This design comes from an exercise in tuning for small area on the open sky130 flow, not from production work.
At most, simulation tests tie the RTL to the original design; equivalence was not proved.
Power figures rest on the tool's default switching activity, not on a simulated workload.

==> inputs of try-lagoon <==
Design gp_baseband_regs, start of the top module:
module gp_baseband_regs #(
  parameter int ACC_W = 18
) (
  input  logic                                 axi_clk,
  input  logic                                 axi_rstn,
  input  logic [31:0]                          s_axi_awaddr,
  input  logic                                 s_axi_awvalid,
  output logic                                 s_axi_awready,
  input  logic [31:0]                          s_axi_wdata,
  input  logic [3:0]                           s_axi_wstrb,
  input  logic                                 s_axi_wvalid,
  output logic                                 s_axi_wready,
  output logic [1:0]                           s_axi_bresp,
  output logic                                 s_axi_bvalid,
  input  logic                                 s_axi_bready,
  input  logic [31:0]                          s_axi_araddr,
  input  logic                                 s_axi_arvalid,
  output logic                                 s_axi_arready,
  output logic [31:0]                          s_axi_rdata,
  output logic [1:0]                           s_axi_rresp,
  output logic                                 s_axi_rvalid,
  input  logic                                 s_axi_rready,
  input  logic                                 dump_pulse,
  input  logic signed [ACC_W-1:0]              i_early,
  input  logic signed [ACC_W-1:0]              q_early,
  input  logic signed [ACC_W-1:0]              i_prompt,
  input  logic signed [ACC_W-1:0]              q_prompt,
  input  logic signed [ACC_W-1:0]              i_late,
  input  logic signed [ACC_W-1:0]              q_late,
  input  gp_meas_pkg::epoch_t                  epoch_dump,
  input  gp_meas_pkg::epoch_t                  tic_epoch,
  input  logic [gp_meas_pkg::CODE_PHASE_W-1:0] tic_code_phase,
  input  logic [gp_meas_pkg::CODE_NCO_W-1:0]   tic_code_nco,
  input  logic [gp_meas_pkg::CARR_CYCLE_W-1:0] tic_carr_cycle,
  input  logic [gp_meas_pkg::CARR_NCO_W-1:0]   tic_carr_nco,
  output logic                                 tic_pulse
);
==> flow/config.mk <==
export PLATFORM = sky130hd
export DESIGN_NAME = gp_baseband_regs
export DESIGN_NICKNAME = gp_baseband_regs
export VERILOG_FILES = /design/flow/design.v
export SDC_FILE = /design/flow/constraint.sdc
export NUM_CORES = 4
export LEC_CHECK = 0
export CAP_MARGIN = 20
export CORE_MARGIN = 2
export CORE_UTILIZATION = 60
export SLEW_MARGIN = 20
export SYNTH_HIERARCHICAL = 1
==> flow/constraint.sdc <==
create_clock -name core_clock -period 6.0 [get_ports {axi_clk}]
set_input_delay 1.2000 -clock core_clock [delete_from_list [all_inputs] [get_ports {axi_clk}]]
set_output_delay 1.2000 -clock core_clock [all_outputs]
set_load 0.01 [all_outputs]
standard.sh (not shown) runs the stock make flow with config.mk's settings and CLKGATE_MAP_FILE= SYNTH_SCRIPT=/design/flow/synth_recipe.tcl, a recipe that flattens the netlist after the stock synthesis.
==> flow/flow/run.sh <==
#!/bin/bash
# Standard ORFS layout with two changes: the ports are buffered with the smallest buffer, and
# the clock tree groups about 9 flip-flops on each leaf buffer and adds no dummy loads.
set -euo pipefail
bash standard.sh synth > synth.log 2>&1
bash standard.sh "BUFFER_PORTS_ARGS=-buffer_cell sky130_fd_sc_hd__buf_1" \
  "CTS_ARGS=-sink_clustering_enable -repair_clock_nets -dont_use_dummy_load -buf_list sky130_fd_sc_hd__clkbuf_4 -root_buf sky130_fd_sc_hd__clkbuf_8 -sink_clustering_size 9 -sink_clustering_max_diameter 50" \
  finish > layout.log 2>&1
==> inputs of try-violet, as changes to try-lagoon <==
--- a/flow/design.v
+++ b/flow/design.v
@@ -389,22 +389,24 @@
       for (int b = 0; b < 4; b++) begin
         if (wsel == 2'd1 && wstrb_q[b]) tic_cycles[8*b +: 8] <= wdata_q[8*b +: 8];
       end
       if (wsel == 2'd2 && wstrb_q[0]) tic_enable <= wdata_q[0];
     end
   end
   assign en_host = pend_ctl ? wdata_q[0] : tic_enable;
   function automatic logic [31:0] carries(input logic [31:0] q, input logic c0);
-    logic [1:0] seg;
+    logic [3:0] seg;
     seg[0] = c0;
-    seg[1] = c0 && (&q[15:0]);
-    for (int k = 0; k < 2; k++) begin
-      carries[16*k] = seg[k];
-      for (int i = 1; i < 16; i++) carries[16*k+i] = carries[16*k+i-1] && q[16*k+i-1];
+    seg[1] = c0 && (&q[7:0]);
+    seg[2] = c0 && (&q[7:0]) && (&q[15:8]);
+    seg[3] = c0 && (&q[7:0]) && (&q[15:8]) && (&q[23:16]);
+    for (int k = 0; k < 4; k++) begin
+      carries[8*k] = seg[k];
+      for (int i = 1; i < 8; i++) carries[8*k+i] = carries[8*k+i-1] && q[8*k+i-1];
     end
   endfunction
   logic [31:0] cnt1;
   logic [31:0] cnt1_cy;
   logic        hit;
   logic        run;
   assign cnt1_cy = carries(cnt1, 1'b1);
   assign hit     = cnt1 == tic_cycles || tic_cycles[31:1] == 31'd0;
==> inputs of try-umber, as changes to try-lagoon <==
--- a/flow/design.v
+++ b/flow/design.v
@@ -389,30 +389,32 @@
       for (int b = 0; b < 4; b++) begin
         if (wsel == 2'd1 && wstrb_q[b]) tic_cycles[8*b +: 8] <= wdata_q[8*b +: 8];
       end
       if (wsel == 2'd2 && wstrb_q[0]) tic_enable <= wdata_q[0];
     end
   end
   assign en_host = pend_ctl ? wdata_q[0] : tic_enable;
   function automatic logic [31:0] carries(input logic [31:0] q, input logic c0);
-    logic [1:0] seg;
+    logic [3:0] seg;
     seg[0] = c0;
-    seg[1] = c0 && (&q[15:0]);
-    for (int k = 0; k < 2; k++) begin
-      carries[16*k] = seg[k];
-      for (int i = 1; i < 16; i++) carries[16*k+i] = carries[16*k+i-1] && q[16*k+i-1];
+    seg[1] = c0 && (&q[7:0]);
+    seg[2] = c0 && (&q[7:0]) && (&q[15:8]);
+    seg[3] = c0 && (&q[7:0]) && (&q[15:8]) && (&q[23:16]);
+    for (int k = 0; k < 4; k++) begin
+      carries[8*k] = seg[k];
+      for (int i = 1; i < 8; i++) carries[8*k+i] = carries[8*k+i-1] && q[8*k+i-1];
     end
   endfunction
   logic [31:0] cnt1;
   logic [31:0] cnt1_cy;
   logic        hit;
   logic        run;
   assign cnt1_cy = carries(cnt1, 1'b1);
-  assign hit     = cnt1 == tic_cycles || tic_cycles[31:1] == 31'd0;
+  assign hit     = cnt1 == tic_cycles;
   assign run     = axi_rstn && tic_enable && !hit;
   always_ff @(posedge axi_clk) begin
     cnt1      <= {{31{run}} & (cnt1[31:1] ^ cnt1_cy[31:1]), !run || !cnt1[0]};
     tic_pulse <= axi_rstn && tic_enable && hit;
   end
   logic [ACC_W-1:0]  d_ie, d_qe, d_ip, d_qp, d_il, d_ql;
   logic [15:0]       d_epoch;
   logic [15:0]       m_epoch;
==> flow/flow/run.sh (replaced) <==
#!/bin/bash
# Standard ORFS layout with two changes: the ports are buffered with the smallest buffer, and
# the clock tree groups about 10 flip-flops on each leaf buffer.
set -euo pipefail
bash standard.sh synth > synth.log 2>&1
bash standard.sh "BUFFER_PORTS_ARGS=-buffer_cell sky130_fd_sc_hd__buf_1" \
  "CTS_ARGS=-sink_clustering_enable -repair_clock_nets -buf_list sky130_fd_sc_hd__clkbuf_4 -root_buf sky130_fd_sc_hd__clkbuf_8 -sink_clustering_size 10 -sink_clustering_max_diameter 50" \
  finish > layout.log 2>&1
CORE_UTILIZATION = 40   (was 60)
==> comparison <==
- try-umber passed the timing, design-rule and antenna checks. try-lagoon completed without violations. try-violet finished clean.
- Count of clock-buffer cells in the layout: try-violet < try-lagoon < try-umber.
- Synthesized cell count, lowest first: try-lagoon, try-violet, try-umber.
- The lowest utilization belongs to try-umber, the highest to try-lagoon.
- In try-umber the setup slack is higher than in try-violet, by 0.33 ns.
- Register-to-register slack, highest first: try-umber, try-violet, try-lagoon.
- Via count: try-umber > try-violet > try-lagoon.
- Against try-umber, the clock power of try-violet is lower by about 26%.
- Area after synthesis: try-umber > try-violet > try-lagoon.

* * *

==> run a <==
Another version of the RTL of gp_baseband_regs (not shown whole).
export LEC_CHECK = 0
export CAP_MARGIN = 20
export CORE_MARGIN = 2
export CORE_UTILIZATION = 40
export SLEW_MARGIN = 20
export SYNTH_HIERARCHICAL = 1
create_clock -name core_clock -period 6.0 [get_ports {axi_clk}]
==> flow/flow/run.sh <==
#!/bin/bash
# Standard ORFS layout with two changes: the ports are buffered with the smallest buffer, and
# the clock tree uses a strong root, mid-size tree buffers and small leaf buffers.
set -euo pipefail
bash standard.sh synth > synth.log 2>&1
bash standard.sh "BUFFER_PORTS_ARGS=-buffer_cell sky130_fd_sc_hd__buf_1" \
  "CTS_ARGS=-sink_clustering_enable -repair_clock_nets -buf_list sky130_fd_sc_hd__clkbuf_4 -root_buf sky130_fd_sc_hd__clkbuf_8 -sink_clustering_buffer sky130_fd_sc_hd__clkbuf_2" \
  finish > layout.log 2>&1
==> inputs of run b, as changes to run a <==
==> flow/flow/run.sh (replaced) <==
#!/bin/bash
# Standard ORFS layout; the only change is the cell used to buffer the ports
# (the smallest buffer instead of the resizer's default pick).
set -euo pipefail
bash standard.sh synth > synth.log 2>&1
bash standard.sh "BUFFER_PORTS_ARGS=-buffer_cell sky130_fd_sc_hd__buf_1" finish > layout.log 2>&1
CTS_BUF_LIST = sky130_fd_sc_hd__clkbuf_4   (was not set)
==> inputs of run c, as changes to run a <==
--- a/flow/design.v
+++ b/flow/design.v
@@ -44,81 +44,12 @@
     logic [CODE_NCO_W-1:0]   code_nco;
     logic [CARR_CYCLE_W-1:0] carr_cycle;
     logic [CARR_NCO_W-1:0]   carr_nco;
   } tic_meas_t;
   localparam int MIN_EVENT_GAP = 8;
 endpackage
-module gp_rd_mux #(
-  parameter int ACC_W = 18
-) (
-  input  logic [ACC_W-1:0] d_ie,
-  input  logic [ACC_W-1:0] d_qe,
-  input  logic [ACC_W-1:0] d_ip,
-  input  logic [ACC_W-1:0] d_qp,
-  input  logic [ACC_W-1:0] d_il,
-  input  logic [ACC_W-1:0] d_ql,
-  input  logic [15:0]      d_epoch,
-  input  logic [15:0]      m_epoch,
-  input  logic [10:0]      m_code_phase,
-  input  logic [9:0]       m_code_nco,
-  input  logic [19:0]      m_carr_cycle,
-  input  logic [9:0]       m_carr_nco,
-  input  logic             stat_tic,
-  input  logic             stat_dump,
-  input  logic             en_host,
-  input  logic [31:0]      dump_seq,
-  input  logic [31:0]      meas_seq,
-  input  logic [31:0]      tic_cycles,
-  input  logic [31:0]      wdata_q,
-  input  logic [3:0]       tc_byp,
-  input  logic             s_id,
-  input  logic             s_ver,
-  input  logic             s_tc,
-  input  logic             s_ctl,
-  input  logic             s_st,
-  input  logic             s_mseq,
-  input  logic             s_dseq,
-  input  logic             s_ie,
-  input  logic             s_qe,
-  input  logic             s_ip,
-  input  logic             s_qp,
-  input  logic             s_il,
-  input  logic             s_ql,
-  input  logic             s_dep,
-  input  logic             s_mep,
-  input  logic             s_mcp,
-  input  logic             s_mcn,
-  input  logic             s_mcc,
-  input  logic             s_mca,
-  input  logic             sgn,
-  output logic [31:0]      rd_data
-);
-  always_comb begin
-    rd_data = ({32{s_id}} & gp_regs_pkg::ID_VALUE)
-            | ({32{s_ver}} & gp_regs_pkg::VERSION_VALUE)
-            | {31'd0, s_ctl && en_host}
-            | {30'd0, s_st && stat_dump, s_st && stat_tic}
-            | ({32{s_mseq}} & meas_seq)
-            | ({32{s_dseq}} & dump_seq)
-            | {{(32-ACC_W+1){sgn}},
-               ({(ACC_W-1){s_ie}} & d_ie[ACC_W-2:0]) | ({(ACC_W-1){s_qe}} & d_qe[ACC_W-2:0])
-             | ({(ACC_W-1){s_ip}} & d_ip[ACC_W-2:0]) | ({(ACC_W-1){s_qp}} & d_qp[ACC_W-2:0])
-             | ({(ACC_W-1){s_il}} & d_il[ACC_W-2:0]) | ({(ACC_W-1){s_ql}} & d_ql[ACC_W-2:0])}
-            | {16'd0, {16{s_dep}} & d_epoch}
-            | {16'd0, {16{s_mep}} & m_epoch}
-            | {21'd0, {11{s_mcp}} & m_code_phase}
-            | {22'd0, {10{s_mcn}} & m_code_nco}
-            | {12'd0, {20{s_mcc}} & m_carr_cycle}
-            | {22'd0, {10{s_mca}} & m_carr_nco};
-    for (int b = 0; b < 4; b++) begin
-      rd_data[8*b +: 8] = rd_data[8*b +: 8]
-                        | ({8{s_tc && tc_byp[b]}} & wdata_q[8*b +: 8])
-                        | ({8{s_tc && !tc_byp[b]}} & tic_cycles[8*b +: 8]);
-    end
-  end
-endmodule
 module gp_baseband_regs #(
   parameter int ACC_W = 18
 ) (
   input  logic                                 axi_clk,
   input  logic                                 axi_rstn,
   input  logic [31:0]                          s_axi_awaddr,
@@ -332,55 +263,35 @@
   assign s_mca  = rw && meas_vld && ra[5:2] == 4'd13;
   assign sgn = (s_ie && d_ie[ACC_W-1]) || (s_qe && d_qe[ACC_W-1]) || (s_ip && d_ip[ACC_W-1])
             || (s_qp && d_qp[ACC_W-1]) || (s_il && d_il[ACC_W-1]) || (s_ql && d_ql[ACC_W-1]);
   always_comb begin
     for (int b = 0; b < 4; b++) tc_byp[b] = pend_cyc && wstrb_q[b];
   end
-  gp_rd_mux #(.ACC_W(ACC_W)) i_rd_mux (
-    .d_ie         (d_ie),
-    .d_qe         (d_qe),
-    .d_ip         (d_ip),
-    .d_qp         (d_qp),
-    .d_il         (d_il),
-    .d_ql         (d_ql),
-    .d_epoch      (d_epoch),
-    .m_epoch      (m_epoch),
-    .m_code_phase (m_code_phase),
-    .m_code_nco   (m_code_nco),
-    .m_carr_cycle (m_carr_cycle),
-    .m_carr_nco   (m_carr_nco),
-    .stat_tic     (stat_tic),
-    .stat_dump    (stat_dump),
-    .en_host      (en_host),
-    .dump_seq     (dump_seq),
-    .meas_seq     (meas_seq),
-    .tic_cycles   (tic_cycles),
-    .wdata_q      (wdata_q),
-    .tc_byp       (tc_byp),
-    .s_id         (s_id),
-    .s_ver        (s_ver),
-    .s_tc         (s_tc),
-    .s_ctl        (s_ctl),
-    .s_st         (s_st),
-    .s_mseq       (s_mseq),
-    .s_dseq       (s_dseq),
-    .s_ie         (s_ie),
-    .s_qe         (s_qe),
-    .s_ip         (s_ip),
-    .s_qp         (s_qp),
-    .s_il         (s_il),
-    .s_ql         (s_ql),
-    .s_dep        (s_dep),
-    .s_mep        (s_mep),
-    .s_mcp        (s_mcp),
-    .s_mcn        (s_mcn),
-    .s_mcc        (s_mcc),
-    .s_mca        (s_mca),
-    .sgn          (sgn),
-    .rd_data      (rd_data)
-  );
+  always_comb begin
+    rd_data = ({32{s_id}} & gp_regs_pkg::ID_VALUE)
+            | ({32{s_ver}} & gp_regs_pkg::VERSION_VALUE)
+            | {31'd0, s_ctl && en_host}
+            | {30'd0, s_st && stat_dump, s_st && stat_tic}
+            | ({32{s_mseq}} & meas_seq)
+            | ({32{s_dseq}} & dump_seq)
+            | {{(32-ACC_W+1){sgn}},
+               ({(ACC_W-1){s_ie}} & d_ie[ACC_W-2:0]) | ({(ACC_W-1){s_qe}} & d_qe[ACC_W-2:0])
+             | ({(ACC_W-1){s_ip}} & d_ip[ACC_W-2:0]) | ({(ACC_W-1){s_qp}} & d_qp[ACC_W-2:0])
+             | ({(ACC_W-1){s_il}} & d_il[ACC_W-2:0]) | ({(ACC_W-1){s_ql}} & d_ql[ACC_W-2:0])}
+            | {16'd0, {16{s_dep}} & d_epoch}
+            | {16'd0, {16{s_mep}} & m_epoch}
+            | {21'd0, {11{s_mcp}} & m_code_phase}
+            | {22'd0, {10{s_mcn}} & m_code_nco}
+            | {12'd0, {20{s_mcc}} & m_carr_cycle}
+            | {22'd0, {10{s_mca}} & m_carr_nco};
+    for (int b = 0; b < 4; b++) begin
+      rd_data[8*b +: 8] = rd_data[8*b +: 8]
+                        | ({8{s_tc && tc_byp[b]}} & wdata_q[8*b +: 8])
+                        | ({8{s_tc && !tc_byp[b]}} & tic_cycles[8*b +: 8]);
+    end
+  end
   always_ff @(posedge axi_clk) begin
     if (!s_axi_rvalid) begin
       s_axi_rdata <= rd_data;
     end
   end
   always_ff @(posedge axi_clk) begin
==> flow/flow/run.sh (replaced) <==
#!/bin/bash
# Standard ORFS layout; the only change is the cell used to buffer the ports
# (the smallest buffer instead of the resizer's default pick).
set -euo pipefail
bash standard.sh synth > synth.log 2>&1
bash standard.sh "BUFFER_PORTS_ARGS=-buffer_cell sky130_fd_sc_hd__buf_1" finish > layout.log 2>&1
CTS_BUF_LIST = sky130_fd_sc_hd__clkbuf_2   (was not set)
SYNTH_HIERARCHICAL = not set   (was 1)
==> summary of the runs <==
In combinational power, run a and run b hardly differ. Of run c and run a, run a has the higher critical path depth (gap 8). In run c the die area is larger than in run b, by about 0.75%. Final cell count: run a is smaller than run c (about 3.7%). Against run b, the hold slack of run c is lower by 0.17 ns. Register-to-register slack: run c is lower than run a (0.20 ns). Sequential cell count is the same in run b and run a. Between run a and run c, the lower sequential share of layout area is in run c (gap 0.35 points).
==> figures <==
                                                                                 run a        run c             run b
Setup crit start                                                      s_axi_araddr[14]    tic_pulse  s_axi_araddr[14]
Result of the run                                             timing/DRC/antenna clean  timing/DRC/antenna clean  timing/DRC/antenna clean
Wirelength, routed                                                           44,920 um    47,740 um         44,780 um
Layout non-clock buf frac                                                       6.871%       6.906%            6.799%
Peak VDD IR                                                                0.0001795 V  0.0001573 V       0.0001927 V
Count of unique library cells instantiated by Yosys                                 58           64                58
Final cycle utilization of the critical path                                    64.82%       63.41%            61.85%
Clock buffer count                                                                 159          167               156
Setup WS pre-CTS                                                              1.512 ns     1.797 ns          1.512 ns
Share of final layout cell area taken by clock buffers and inverters            5.966%       5.049%            6.903%
Simple-gate portion of the synthesized area                                     10.84%       13.69%            10.84%
Number of cells traversed by the worst register-to-register path                    13           13                12
Worst Hold End                                                                 cnt1[0]     d_ie[10]           cnt1[0]
Total global-route track usage                                                  21.20%       22.53%            21.18%
Via-to-Cell Ratio                                                                5.197        5.227             5.175
Length of routed met2 wiring                                                 21,040 um    23,230 um         20,950 um
Mean post-synth cell area                                                    13.57 um2    13.17 um2         13.57 um2
Only the layout flow was run in run a and run b; the RTL was not checked for function there.

## afterwards: timing with drivers on the ports
In the flow no input, the clock included, has a driving cell. The finished layouts below were timed again as built, in two steps. Step 1, drivers: a clkbuf_16 drives axi_clk and a buf_2 each remaining input, both assumed. Step 2 moves the port delays by t, midway between the first and last clock arrival at a register: inputs arrive t later, outputs are due t later. That takes back most of the time a late clock gives input paths. Slacks: ideal / step 1 / step 2; pairs: ideal / step 1.
run	t, ns	slack for setup (ns)	worst setup path at the end	worst slew at a driven data input, ns
try-lagoon	0.586	1.748 / 1.720 / 1.134	input to register	0.11
try-violet	0.596	2.311 / 2.341 / 1.745	input to register	0.09
try-umber	0.676	2.643 / 2.643 / 2.004	input to register	0.09
run a	0.659	2.111 / 2.145 / 1.486	input to register	0.07
run b	0.833	2.289 / 2.319 / 1.486	input to register	0.07
run c	1.077	2.196 / 2.151 / 1.702	input to register	0.08
After both steps setup and hold are still met in every run listed. The setup slack of run b, which loses most, moves by +0.030 ns with the drivers and by -0.803 ns with both steps.
